From an optimization exercise on the open Yosys and OpenROAD flow, aimed at small area, a short achievable clock period and few clock cycles per item; shortcuts taken in it are not production practice.
Power figures rest on the tool's default switching activity, not on a simulated workload.

==> inputs of try-delta <==
Design pe_top, start of the top module:
module pe_top (
    input  logic                      clk,
    input  logic                      rstn,
    input  logic [pe_pkg::CFG_W-1:0]  filter_size,
    input  logic                      iact_write_en,
    input  logic [pe_pkg::DATA_W-1:0] data_iact_in,
    output logic                      iact_ready,
    input  logic                      weight_write_en,
    input  logic [pe_pkg::DATA_W-1:0] data_weight_in,
    output logic                      weight_ready,
    input  logic                      psum_write_en,
    input  logic [pe_pkg::DATA_W-1:0] data_psum_in,
    output logic                      psum_ready,
    input  logic                      psum_read_en,
    output logic [pe_pkg::DATA_W-1:0] data_psum_out,
    output logic                      psum_out_valid
);
==> module pe_top, before the edit <==
module pe_top (
    input  logic                      clk,
    input  logic                      rstn,
    input  logic [pe_pkg::CFG_W-1:0]  filter_size,
    input  logic                      iact_write_en,
    input  logic [pe_pkg::DATA_W-1:0] data_iact_in,
    output logic                      iact_ready,
    input  logic                      weight_write_en,
    input  logic [pe_pkg::DATA_W-1:0] data_weight_in,
    output logic                      weight_ready,
    input  logic                      psum_write_en,
    input  logic [pe_pkg::DATA_W-1:0] data_psum_in,
    output logic                      psum_ready,
    input  logic                      psum_read_en,
    output logic [pe_pkg::DATA_W-1:0] data_psum_out,
    output logic                      psum_out_valid
);
    logic [15:0] a_r, p_r;
    logic [7:0]  neg_r, one_r, two_r;    
    logic        va, vb, vp;
    logic [16:0] w_ext;
    logic [7:0]  w_neg, w_one, w_two;
    assign w_ext = {data_weight_in, 1'b0};
    always_comb begin
        for (int k = 0; k < 8; k++) begin
            w_neg[k] = w_ext[2*k+2];
            w_one[k] = w_ext[2*k+1] ^ w_ext[2*k];
            w_two[k] = (w_ext[2*k+2] & ~w_ext[2*k+1] & ~w_ext[2*k])
                     | (~w_ext[2*k+2] & w_ext[2*k+1] & w_ext[2*k]);
        end
    end
    logic        first_r;      
    logic [3:0]  rem;          
    logic        last_r;       
    logic        v2;           
    logic        first2;       
    logic        last2;        
    logic        out_v;        
    logic        en_r;         
    logic        prdy_r;       
    logic        rst_q;        
    logic        fire;
    assign fire   = va && vb && en_r;
    assign iact_ready   = !va || fire;
    assign weight_ready = !vb || fire;
    assign psum_ready   = prdy_r;
    always_ff @(posedge clk) begin
        if (iact_ready)   a_r <= data_iact_in;
        if (weight_ready) begin
            neg_r <= w_neg;
            one_r <= w_one;
            two_r <= w_two;
        end
        if (psum_ready)   p_r <= data_psum_in;
    end
    logic        va_n, vb_n, vp_n, first_n, last_n, out_v_n, en_n;
    logic [3:0]  rem_n;
    logic [3:0]  fs_m1;
    assign fs_m1   = filter_size[3:0] - 4'd1;
    assign va_n    = iact_ready   ? iact_write_en   : va;
    assign vb_n    = weight_ready ? weight_write_en : vb;
    assign vp_n    = psum_ready   ? psum_write_en   : vp;
    assign first_n = fire ? last_r : first_r;
    assign rem_n   = first_n ? fs_m1 : (fire ? rem - 4'd1 : rem);
    assign last_n  = first_n ? (filter_size[3:0] == 4'd1)
                             : (rem == (fire ? 4'd1 : 4'd0));
    assign out_v_n = (v2 && last2) || (out_v && !psum_read_en);
    assign en_n    = (!first_n || (vp_n && !(fire && first_r)))
                     && (!last_n || (!out_v_n && !(fire && last_r)));
    always_ff @(posedge clk) begin
        if (!rstn) begin
            va      <= 1'b0;
            vb      <= 1'b0;
            vp      <= 1'b0;
            first_r <= 1'b1;
            v2      <= 1'b0;
            out_v   <= 1'b0;
            en_r    <= 1'b0;
            prdy_r  <= 1'b1;
        end else begin
            va      <= va_n;
            vb      <= vb_n;
            vp      <= vp_n;
            first_r <= first_n;
            v2      <= fire;
            out_v   <= out_v_n;
            en_r    <= en_n;
            prdy_r  <= !vp_n || (fire && first_r);
        end
    end
    always_ff @(posedge clk) begin
        rst_q  <= !rstn;
        rem    <= rem_n;
        last_r <= last_n;
    end
    logic [15:0] acc, out_r;
    logic [15:0] sum;
    logic [15:0] acc_s, acc_c;
    mac_core mac (
        .clk (clk),
        .a   (a_r),
        .neg (neg_r),
        .one (one_r),
        .two (two_r),
        .x   (first_r ? p_r : 16'd0),
        .acc (acc),
        .s   (acc_s),
        .c   (acc_c)
    );
    always_ff @(posedge clk) begin
        if (fire) begin
            first2 <= first_r;
            last2  <= last_r;
        end
    end
    assign sum = acc_s + acc_c;
    always_ff @(posedge clk) begin
        if (rst_q || (v2 && last2))
            acc <= '0;
        else if (v2)
            acc <= sum;
        if (v2 && last2)
            out_r <= sum;
    end
    assign psum_out_valid = out_v;
    assign data_psum_out  = out_r;
endmodule
export LEC_CHECK = 0
export CAP_MARGIN = 20
export CORE_MARGIN = 2
export CORE_UTILIZATION = 40
export SETUP_SLACK_MARGIN = 4.0
export SLEW_MARGIN = 20
create_clock -name core_clock -period 7.0 [get_ports {clk}]
run.sh (not shown) runs the stock make flow with config.mk's settings and CLKGATE_MAP_FILE= SYNTH_SCRIPT=/design/flow/synth_recipe.tcl, a recipe that flattens the netlist after the stock synthesis.
==> try-ember (differences from try-delta) <==
--- a/flow/design.v
+++ b/flow/design.v
@@ -343,5 +343,4 @@
     logic        en_r;         
     logic        prdy_r;       
-    logic        rst_q;        
     logic        fire;
     assign fire   = va && vb && en_r;
@@ -367,6 +366,5 @@
     assign first_n = fire ? last_r : first_r;
     assign rem_n   = first_n ? fs_m1 : (fire ? rem - 4'd1 : rem);
-    assign last_n  = first_n ? (filter_size[3:0] == 4'd1)
-                             : (rem == (fire ? 4'd1 : 4'd0));
+    assign last_n  = (rem_n == 4'd0);
     assign out_v_n = (v2 && last2) || (out_v && !psum_read_en);
     assign en_n    = (!first_n || (vp_n && !(fire && first_r)))
@@ -394,5 +392,4 @@
     end
     always_ff @(posedge clk) begin
-        rst_q  <= !rstn;
         rem    <= rem_n;
         last_r <= last_n;
@@ -420,5 +417,5 @@
     assign sum = acc_s + acc_c;
     always_ff @(posedge clk) begin
-        if (rst_q || (v2 && last2))
+        if (!rstn || (v2 && last2))
             acc <= '0;
         else if (v2)
==> results.toml <==
[status]
status = "no timing/DRC/antenna violations"

[cells_and_area]
n_clock_buffer = 23
seq_cell_count = 141
area_growth_pct = 25.2
regArea_sq_um = 3600

[routing]
wl_um = 17100

[setup_path]
crit_end = "iact_ready"
worst_ep_required_time_ps = 5600
r2r_start = "acc[12]"

[cts]
ctsResizeCount = 20

[power]
p_total_mw = 4.43
combPwrFrac = 0.506

[timing]
fmax_mhz = 340
layout_setup_ws_ps = 4060
rsz0062_at_grt = "true"

[global_routing]
use_met2 = 0.282

[placed_design]
dp_cells = 1016
pre_cts_slack_ps = 3770
the above is filed under try-delta

==> results.toml <==
[timing]
rsz0062_at_grt = "false"
layout_setup_ws_ps = 4110
fmax_mhz = 346

[cells_and_area]
seq_cell_count = 140
regArea_sq_um = 3540
n_clock_buffer = 19

[routing]
wl_um = 17300

[power]
p_total_mw = 4.21
combPwrFrac = 0.518

[setup_path]
crit_end = "en_r"
r2r_start = "acc[10]"
worst_ep_required_time_ps = 7300

[placed_design]
pre_cts_slack_ps = 3620
dp_cells = 1011

[status]
status = "no timing/DRC/antenna violations"
the above is filed under try-ember

No functional check of the RTL was part of any run of this note.

---

==> v35 <==
==> flow/design.v <==
package pe_pkg;
    localparam int DATA_W = 16;
    localparam int CFG_W = 8;
    localparam int SPAD_DEPTH = 12;
    localparam int SPAD_AW = 4;
    localparam int IN_FIFO_DEPTH = 4;
    localparam int OUT_FIFO_DEPTH = 6;
endpackage
module booth_tree (
    input  logic [15:0] a,
    input  logic [7:0]  neg,
    input  logic [7:0]  one,
    input  logic [7:0]  two,
    output logic [15:0] s,
    output logic [15:0] c
);
    logic [16:0] a2;
    assign a2 = {a, 1'b0};
    logic [15:0] pp0;
    assign pp0 = (({16{one[0]}} & a[15:0]) | ({16{two[0]}} & a2[15:0])) ^ {16{neg[0]}};
    logic [13:0] pp1;
    assign pp1 = (({14{one[1]}} & a[13:0]) | ({14{two[1]}} & a2[13:0])) ^ {14{neg[1]}};
    logic [11:0] pp2;
    assign pp2 = (({12{one[2]}} & a[11:0]) | ({12{two[2]}} & a2[11:0])) ^ {12{neg[2]}};
    logic [9:0] pp3;
    assign pp3 = (({10{one[3]}} & a[9:0]) | ({10{two[3]}} & a2[9:0])) ^ {10{neg[3]}};
    logic [7:0] pp4;
    assign pp4 = (({8{one[4]}} & a[7:0]) | ({8{two[4]}} & a2[7:0])) ^ {8{neg[4]}};
    logic [5:0] pp5;
    assign pp5 = (({6{one[5]}} & a[5:0]) | ({6{two[5]}} & a2[5:0])) ^ {6{neg[5]}};
    logic [3:0] pp6;
    assign pp6 = (({4{one[6]}} & a[3:0]) | ({4{two[6]}} & a2[3:0])) ^ {4{neg[6]}};
    logic [1:0] pp7;
    assign pp7 = (({2{one[7]}} & a[1:0]) | ({2{two[7]}} & a2[1:0])) ^ {2{neg[7]}};
    wire t1 = neg[1] ^ pp0[2];
    wire t2 = neg[1] & pp0[2];
    wire t3 = pp0[3] ^ pp1[1];
    wire t4 = pp0[3] & pp1[1];
    wire t5 = neg[2] ^ pp0[4] ^ pp1[2];
    wire t6 = (neg[2] & pp0[4]) | (neg[2] & pp1[2]) | (pp0[4] & pp1[2]);
    wire t7 = pp2[0] ^ t4;
    wire t8 = pp2[0] & t4;
    wire t9 = pp0[5] ^ pp1[3] ^ pp2[1];
    wire t10 = (pp0[5] & pp1[3]) | (pp0[5] & pp2[1]) | (pp1[3] & pp2[1]);
    wire t11 = t6 ^ t8;
    wire t12 = t6 & t8;
    wire t13 = neg[3] ^ pp0[6] ^ pp1[4];
    wire t14 = (neg[3] & pp0[6]) | (neg[3] & pp1[4]) | (pp0[6] & pp1[4]);
    wire t15 = pp2[2] ^ pp3[0] ^ t10;
    wire t16 = (pp2[2] & pp3[0]) | (pp2[2] & t10) | (pp3[0] & t10);
    wire t17 = t13 ^ t12;
    wire t18 = t13 & t12;
    wire t19 = pp0[7] ^ pp1[5] ^ pp2[3];
    wire t20 = (pp0[7] & pp1[5]) | (pp0[7] & pp2[3]) | (pp1[5] & pp2[3]);
    wire t21 = pp3[1] ^ t14 ^ t19;
    wire t22 = (pp3[1] & t14) | (pp3[1] & t19) | (t14 & t19);
    wire t23 = t16 ^ t18;
    wire t24 = t16 & t18;
    wire t25 = neg[4] ^ pp0[8] ^ pp1[6];
    wire t26 = (neg[4] & pp0[8]) | (neg[4] & pp1[6]) | (pp0[8] & pp1[6]);
    wire t27 = pp2[4] ^ pp3[2] ^ pp4[0];
    wire t28 = (pp2[4] & pp3[2]) | (pp2[4] & pp4[0]) | (pp3[2] & pp4[0]);
    wire t29 = t20 ^ t25 ^ t27;
    wire t30 = (t20 & t25) | (t20 & t27) | (t25 & t27);
    wire t31 = t22 ^ t29;
    wire t32 = t22 & t29;
    wire t33 = pp0[9] ^ pp1[7] ^ pp2[5];
    wire t34 = (pp0[9] & pp1[7]) | (pp0[9] & pp2[5]) | (pp1[7] & pp2[5]);
    wire t35 = pp3[3] ^ pp4[1] ^ t26;
    wire t36 = (pp3[3] & pp4[1]) | (pp3[3] & t26) | (pp4[1] & t26);
    wire t37 = t28 ^ t33 ^ t30;
    wire t38 = (t28 & t33) | (t28 & t30) | (t33 & t30);
    wire t39 = t35 ^ t32;
    wire t40 = t35 & t32;
    wire t41 = neg[5] ^ pp0[10] ^ pp1[8];
    wire t42 = (neg[5] & pp0[10]) | (neg[5] & pp1[8]) | (pp0[10] & pp1[8]);
    wire t43 = pp2[6] ^ pp3[4] ^ pp4[2];
    wire t44 = (pp2[6] & pp3[4]) | (pp2[6] & pp4[2]) | (pp3[4] & pp4[2]);
    wire t45 = pp5[0] ^ t34 ^ t41;
    wire t46 = (pp5[0] & t34) | (pp5[0] & t41) | (t34 & t41);
    wire t47 = t43 ^ t36 ^ t45;
    wire t48 = (t43 & t36) | (t43 & t45) | (t36 & t45);
    wire t49 = t38 ^ t40;
    wire t50 = t38 & t40;
    wire t51 = pp0[11] ^ pp1[9] ^ pp2[7];
    wire t52 = (pp0[11] & pp1[9]) | (pp0[11] & pp2[7]) | (pp1[9] & pp2[7]);
    wire t53 = pp3[5] ^ pp4[3] ^ pp5[1];
    wire t54 = (pp3[5] & pp4[3]) | (pp3[5] & pp5[1]) | (pp4[3] & pp5[1]);
    wire t55 = t42 ^ t44 ^ t51;
    wire t56 = (t42 & t44) | (t42 & t51) | (t44 & t51);
    wire t57 = t53 ^ t46 ^ t55;
    wire t58 = (t53 & t46) | (t53 & t55) | (t46 & t55);
    wire t59 = t48 ^ t57;
    wire t60 = t48 & t57;
    wire t61 = neg[6] ^ pp0[12] ^ pp1[10];
    wire t62 = (neg[6] & pp0[12]) | (neg[6] & pp1[10]) | (pp0[12] & pp1[10]);
    wire t63 = pp2[8] ^ pp3[6] ^ pp4[4];
    wire t64 = (pp2[8] & pp3[6]) | (pp2[8] & pp4[4]) | (pp3[6] & pp4[4]);
    wire t65 = pp5[2] ^ pp6[0] ^ t52;
    wire t66 = (pp5[2] & pp6[0]) | (pp5[2] & t52) | (pp6[0] & t52);
    wire t67 = t54 ^ t61 ^ t63;
    wire t68 = (t54 & t61) | (t54 & t63) | (t61 & t63);
    wire t69 = t56 ^ t65 ^ t67;
    wire t70 = (t56 & t65) | (t56 & t67) | (t65 & t67);
    wire t71 = t58 ^ t69;
    wire t72 = t58 & t69;
    wire t73 = pp0[13] ^ pp1[11] ^ pp2[9];
    wire t74 = (pp0[13] & pp1[11]) | (pp0[13] & pp2[9]) | (pp1[11] & pp2[9]);
    wire t75 = pp3[7] ^ pp4[5] ^ pp5[3];
    wire t76 = (pp3[7] & pp4[5]) | (pp3[7] & pp5[3]) | (pp4[5] & pp5[3]);
    wire t77 = pp6[1] ^ t62 ^ t64;
    wire t78 = (pp6[1] & t62) | (pp6[1] & t64) | (t62 & t64);
    wire t79 = t73 ^ t75 ^ t66;
    wire t80 = (t73 & t75) | (t73 & t66) | (t75 & t66);
    wire t81 = t68 ^ t77 ^ t79;
    wire t82 = (t68 & t77) | (t68 & t79) | (t77 & t79);
    wire t83 = t70 ^ t72;
    wire t84 = t70 & t72;
    wire t85 = neg[7] ^ pp0[14] ^ pp1[12];
    wire t86 = (neg[7] & pp0[14]) | (neg[7] & pp1[12]) | (pp0[14] & pp1[12]);
    wire t87 = pp2[10] ^ pp3[8] ^ pp4[6];
    wire t88 = (pp2[10] & pp3[8]) | (pp2[10] & pp4[6]) | (pp3[8] & pp4[6]);
    wire t89 = pp5[4] ^ pp6[2] ^ pp7[0];
    wire t90 = (pp5[4] & pp6[2]) | (pp5[4] & pp7[0]) | (pp6[2] & pp7[0]);
    wire t91 = t74 ^ t76 ^ t85;
    wire t92 = (t74 & t76) | (t74 & t85) | (t76 & t85);
    wire t93 = t87 ^ t89 ^ t78;
    wire t94 = (t87 & t89) | (t87 & t78) | (t89 & t78);
    wire t95 = t91 ^ t80 ^ t93;
    wire t96 = (t91 & t80) | (t91 & t93) | (t80 & t93);
    wire t97 = t82 ^ t95;
    wire t98 = t82 & t95;
    wire t99 = pp0[15] ^ pp1[13];
    wire t100 = pp2[11] ^ pp3[9];
    wire t101 = pp4[7] ^ pp5[5];
    wire t102 = pp6[3] ^ pp7[1];
    wire t103 = t99 ^ t100;
    wire t104 = t101 ^ t102;
    wire t105 = t103 ^ t104;
    wire t106 = t86 ^ t88;
    wire t107 = t90 ^ t105;
    wire t108 = t106 ^ t107;
    wire t109 = t108 ^ t92;
    wire t110 = t109 ^ t94;
    wire t111 = t110 ^ t96;
    assign s[0] = neg[0];
    assign c[0] = pp0[0];
    assign s[1] = pp0[1];
    assign c[1] = 1'b0;
    assign s[2] = pp1[0];
    assign c[2] = t1;
    assign s[3] = t2;
    assign c[3] = t3;
    assign s[4] = t5;
    assign c[4] = t7;
    assign s[5] = t9;
    assign c[5] = t11;
    assign s[6] = t15;
    assign c[6] = t17;
    assign s[7] = t21;
    assign c[7] = t23;
    assign s[8] = t24;
    assign c[8] = t31;
    assign s[9] = t37;
    assign c[9] = t39;
    assign s[10] = t47;
    assign c[10] = t49;
    assign s[11] = t50;
    assign c[11] = t59;
    assign s[12] = t60;
    assign c[12] = t71;
    assign s[13] = t81;
    assign c[13] = t83;
    assign s[14] = t84;
    assign c[14] = t97;
    assign s[15] = t111;
    assign c[15] = t98;
endmodule
module pe_top (
    input  logic                      clk,
    input  logic                      rstn,
    input  logic [pe_pkg::CFG_W-1:0]  filter_size,
    input  logic                      iact_write_en,
    input  logic [pe_pkg::DATA_W-1:0] data_iact_in,
    output logic                      iact_ready,
    input  logic                      weight_write_en,
    input  logic [pe_pkg::DATA_W-1:0] data_weight_in,
    output logic                      weight_ready,
    input  logic                      psum_write_en,
    input  logic [pe_pkg::DATA_W-1:0] data_psum_in,
    output logic                      psum_ready,
    input  logic                      psum_read_en,
    output logic [pe_pkg::DATA_W-1:0] data_psum_out,
    output logic                      psum_out_valid
);
    logic [15:0] a_r, p_r;
    logic [7:0]  neg_r, one_r, two_r;    
    logic        va, vb, vp;
    logic [16:0] w_ext;
    logic [7:0]  w_neg, w_one, w_two;
    assign w_ext = {data_weight_in, 1'b0};
    always_comb begin
        for (int k = 0; k < 8; k++) begin
            w_neg[k] = w_ext[2*k+2];
            w_one[k] = w_ext[2*k+1] ^ w_ext[2*k];
            w_two[k] = (w_ext[2*k+2] & ~w_ext[2*k+1] & ~w_ext[2*k])
                     | (~w_ext[2*k+2] & w_ext[2*k+1] & w_ext[2*k]);
        end
    end
    logic        first_r;      
    logic [3:0]  rem;          
    logic        last_r;       
    logic        v2;           
    logic        first2;       
    logic        last2;        
    logic        out_v;        
    logic        en_r;         
    logic        fire;
    logic        take_p;
    assign fire   = va && vb && en_r;
    assign take_p = v2 && first2;
    assign iact_ready   = !va || fire;
    assign weight_ready = !vb || fire;
    assign psum_ready   = !vp || take_p;
    always_ff @(posedge clk) begin
        if (iact_ready)   a_r <= data_iact_in;
        if (weight_ready) begin
            neg_r <= w_neg;
            one_r <= w_one;
            two_r <= w_two;
        end
        if (psum_ready)   p_r <= data_psum_in;
    end
    logic        va_n, vb_n, vp_n, first_n, last_n, out_v_n, en_n;
    logic [3:0]  rem_n;
    logic [3:0]  fs_m1;
    assign fs_m1   = filter_size[3:0] - 4'd1;
    assign va_n    = iact_ready   ? iact_write_en   : va;
    assign vb_n    = weight_ready ? weight_write_en : vb;
    assign vp_n    = psum_ready   ? psum_write_en   : vp;
    assign first_n = fire ? last_r : first_r;
    assign rem_n   = first_n ? fs_m1 : (fire ? rem - 4'd1 : rem);
    assign last_n  = (rem_n == 4'd0);
    assign out_v_n = (v2 && last2) || (out_v && !psum_read_en);
    assign en_n    = (!first_n || (vp_n && !(fire && first_r)))
                     && (!last_n || (!out_v_n && !(fire && last_r)));
    always_ff @(posedge clk) begin
        if (!rstn) begin
            va      <= 1'b0;
            vb      <= 1'b0;
            vp      <= 1'b0;
            first_r <= 1'b1;
            v2      <= 1'b0;
            out_v   <= 1'b0;
            en_r    <= 1'b0;
        end else begin
            va      <= va_n;
            vb      <= vb_n;
            vp      <= vp_n;
            first_r <= first_n;
            v2      <= fire;
            out_v   <= out_v_n;
            en_r    <= en_n;
        end
    end
    always_ff @(posedge clk) begin
        rem    <= rem_n;
        last_r <= last_n;
    end
    logic [15:0] prod_s, prod_c;
    logic [15:0] ps, pc;
    booth_tree tree (
        .a   (a_r),
        .neg (neg_r),
        .one (one_r),
        .two (two_r),
        .s   (prod_s),
        .c   (prod_c)
    );
    always_ff @(posedge clk) begin
        ps <= prod_s;
        pc <= prod_c;
        if (fire) begin
            first2 <= first_r;
            last2  <= last_r;
        end
    end
    logic [15:0] acc, out_r;
    logic [15:0] base, sum;
    logic [15:0] cs_s, cs_c;
    assign base = first2 ? p_r : acc;
    assign cs_s = base ^ ps ^ pc;
    assign cs_c = {(base[14:0] & ps[14:0]) | (base[14:0] & pc[14:0]) | (ps[14:0] & pc[14:0]), 1'b0};
    assign sum  = cs_s + cs_c;
    always_ff @(posedge clk) begin
        if (v2)
            acc <= sum;
        if (v2 && last2)
            out_r <= sum;
    end
    assign psum_out_valid = out_v;
    assign data_psum_out  = out_r;
endmodule
==> flow/run.sh <==
#!/bin/bash
# synth_recipe.tcl (not shown) runs the flow's synth.tcl, then flattens the netlist and writes it again
# the make line also repeats each setting of config.mk as NAME=value (left out here)
make -C /OpenROAD-flow-scripts/flow DESIGN_CONFIG=/design/flow/config.mk WORK_HOME=/design/flow/orfs CLKGATE_MAP_FILE= SYNTH_SCRIPT=/design/flow/synth_recipe.tcl finish
==> flow/config.mk <==
export PLATFORM = sky130hd
export DESIGN_NAME = pe_top
export DESIGN_NICKNAME = pe_top
export VERILOG_FILES = /design/flow/design.v
export SDC_FILE = /design/flow/constraint.sdc
export NUM_CORES = 4
export LEC_CHECK = 0
export CAP_MARGIN = 20
export CORE_MARGIN = 2
export CORE_UTILIZATION = 40
export SLEW_MARGIN = 20
==> flow/constraint.sdc <==
create_clock -name core_clock -period 7.0 [get_ports {clk}]
set_input_delay 1.4000 -clock core_clock [delete_from_list [all_inputs] [get_ports {clk}]]
set_output_delay 1.4000 -clock core_clock [all_outputs]
set_load 0.01 [all_outputs]
==> v18: changes against v35 <==
--- a/flow/config.mk
+++ b/flow/config.mk
@@ -10,2 +10,3 @@
 export CORE_UTILIZATION = 40
+export SETUP_SLACK_MARGIN = 3.8
 export SLEW_MARGIN = 20
==> comparison table <==
metric	v35	v18
Hold slack final	0.522 ns	0.545 ns
Required @ worst endpoint	5.60 ns	7.31 ns
Setup slack after layout	2.69 ns	3.64 ns
Sequential cell area in the final layout	0.00356 mm^2	0.00357 mm^2
Relative slew margins	36.3%	44.2%
Fraction of layout instances using a drive strength above 1	7.65%	20.7%
Overall power of the completed layout	3.91 mW	4.26 mW
DRC marker count from the first detailed-route iteration	302	281
Routed vias/inst	5.00	5.06
Count of nets after finishing	836	902
Final period utilization	61.5%	47.9%
Post-layout min period	4.31 ns	3.36 ns
Slew @ Worst Pin	0.956 ns	0.837 ns
Switching share of power	35.0%	35.4%
Global-route wire length before repair	24.4 mm	26.9 mm
Last element of the critical path	psum_ready	ps[15]$_DFF_P_
Number of buffers and inverters on the critical path	2	0
Area growth from synthesis to layout	20.7%	31.4%
Total internal power	2.54 mW	2.75 mW
Proportion of cell area occupied by multi-input gates	41.1%	40.2%
Critical register-to-register path endpoint	out_r[15]$_DFFE_PP_	ps[15]$_DFF_P_
Number of gates resized after cts	0	31
Run status	no timing/DRC/antenna violations	no timing/DRC/antenna violations
Routed metal-1 wire length	6.74 mm	7.55 mm
No functional check of the RTL was part of any run of this note.

separate check: timing with driven ports:
No port has a modelled driver above. Below, the same layouts with a new extraction and two added sets of constraints.
Step 1 (the two cells are an assumption about what drives the block):
set clk [get_ports {clk}]
set_driving_cell -lib_cell sky130_fd_sc_hd__clkbuf_16 $clk
set_driving_cell -lib_cell sky130_fd_sc_hd__buf_2 [delete_from_list [all_inputs] $clk]
Step 2 times the ports against the registers' clock, not the clock port: input delays grow and output delays shrink by t, the midpoint of the rising clock arrivals with the driver on.
a / b / c = no drivers / after step 1 / after step 2; a / b = the first two.
run	shift t [ns]	setup slack, ns	hold WS [ns]	latest minus earliest clock arrival (ns)	slew at the worst register clock pin (ns)
try-delta	0.461	4.061 / 4.016 / 4.088	0.449 / 0.449 / 0.449	0.012 / 0.012	0.06 / 0.06
try-ember	0.467	4.108 / 4.112 / 3.662	0.488 / 0.488 / 0.488	0.012 / 0.013	0.07 / 0.07
v35	0.454	2.694 / 2.651 / 2.922	0.522 / 0.522 / 0.522	0.008 / 0.008	0.06 / 0.06
v18	0.456	3.644 / 3.644 / 3.644	0.545 / 0.545 / 0.545	0.018 / 0.017	0.06 / 0.06
After both steps every run listed still meets setup and hold. The setup slack of try-ember, which loses most, moves by +0.004 ns with the drivers and by -0.446 ns with both steps.
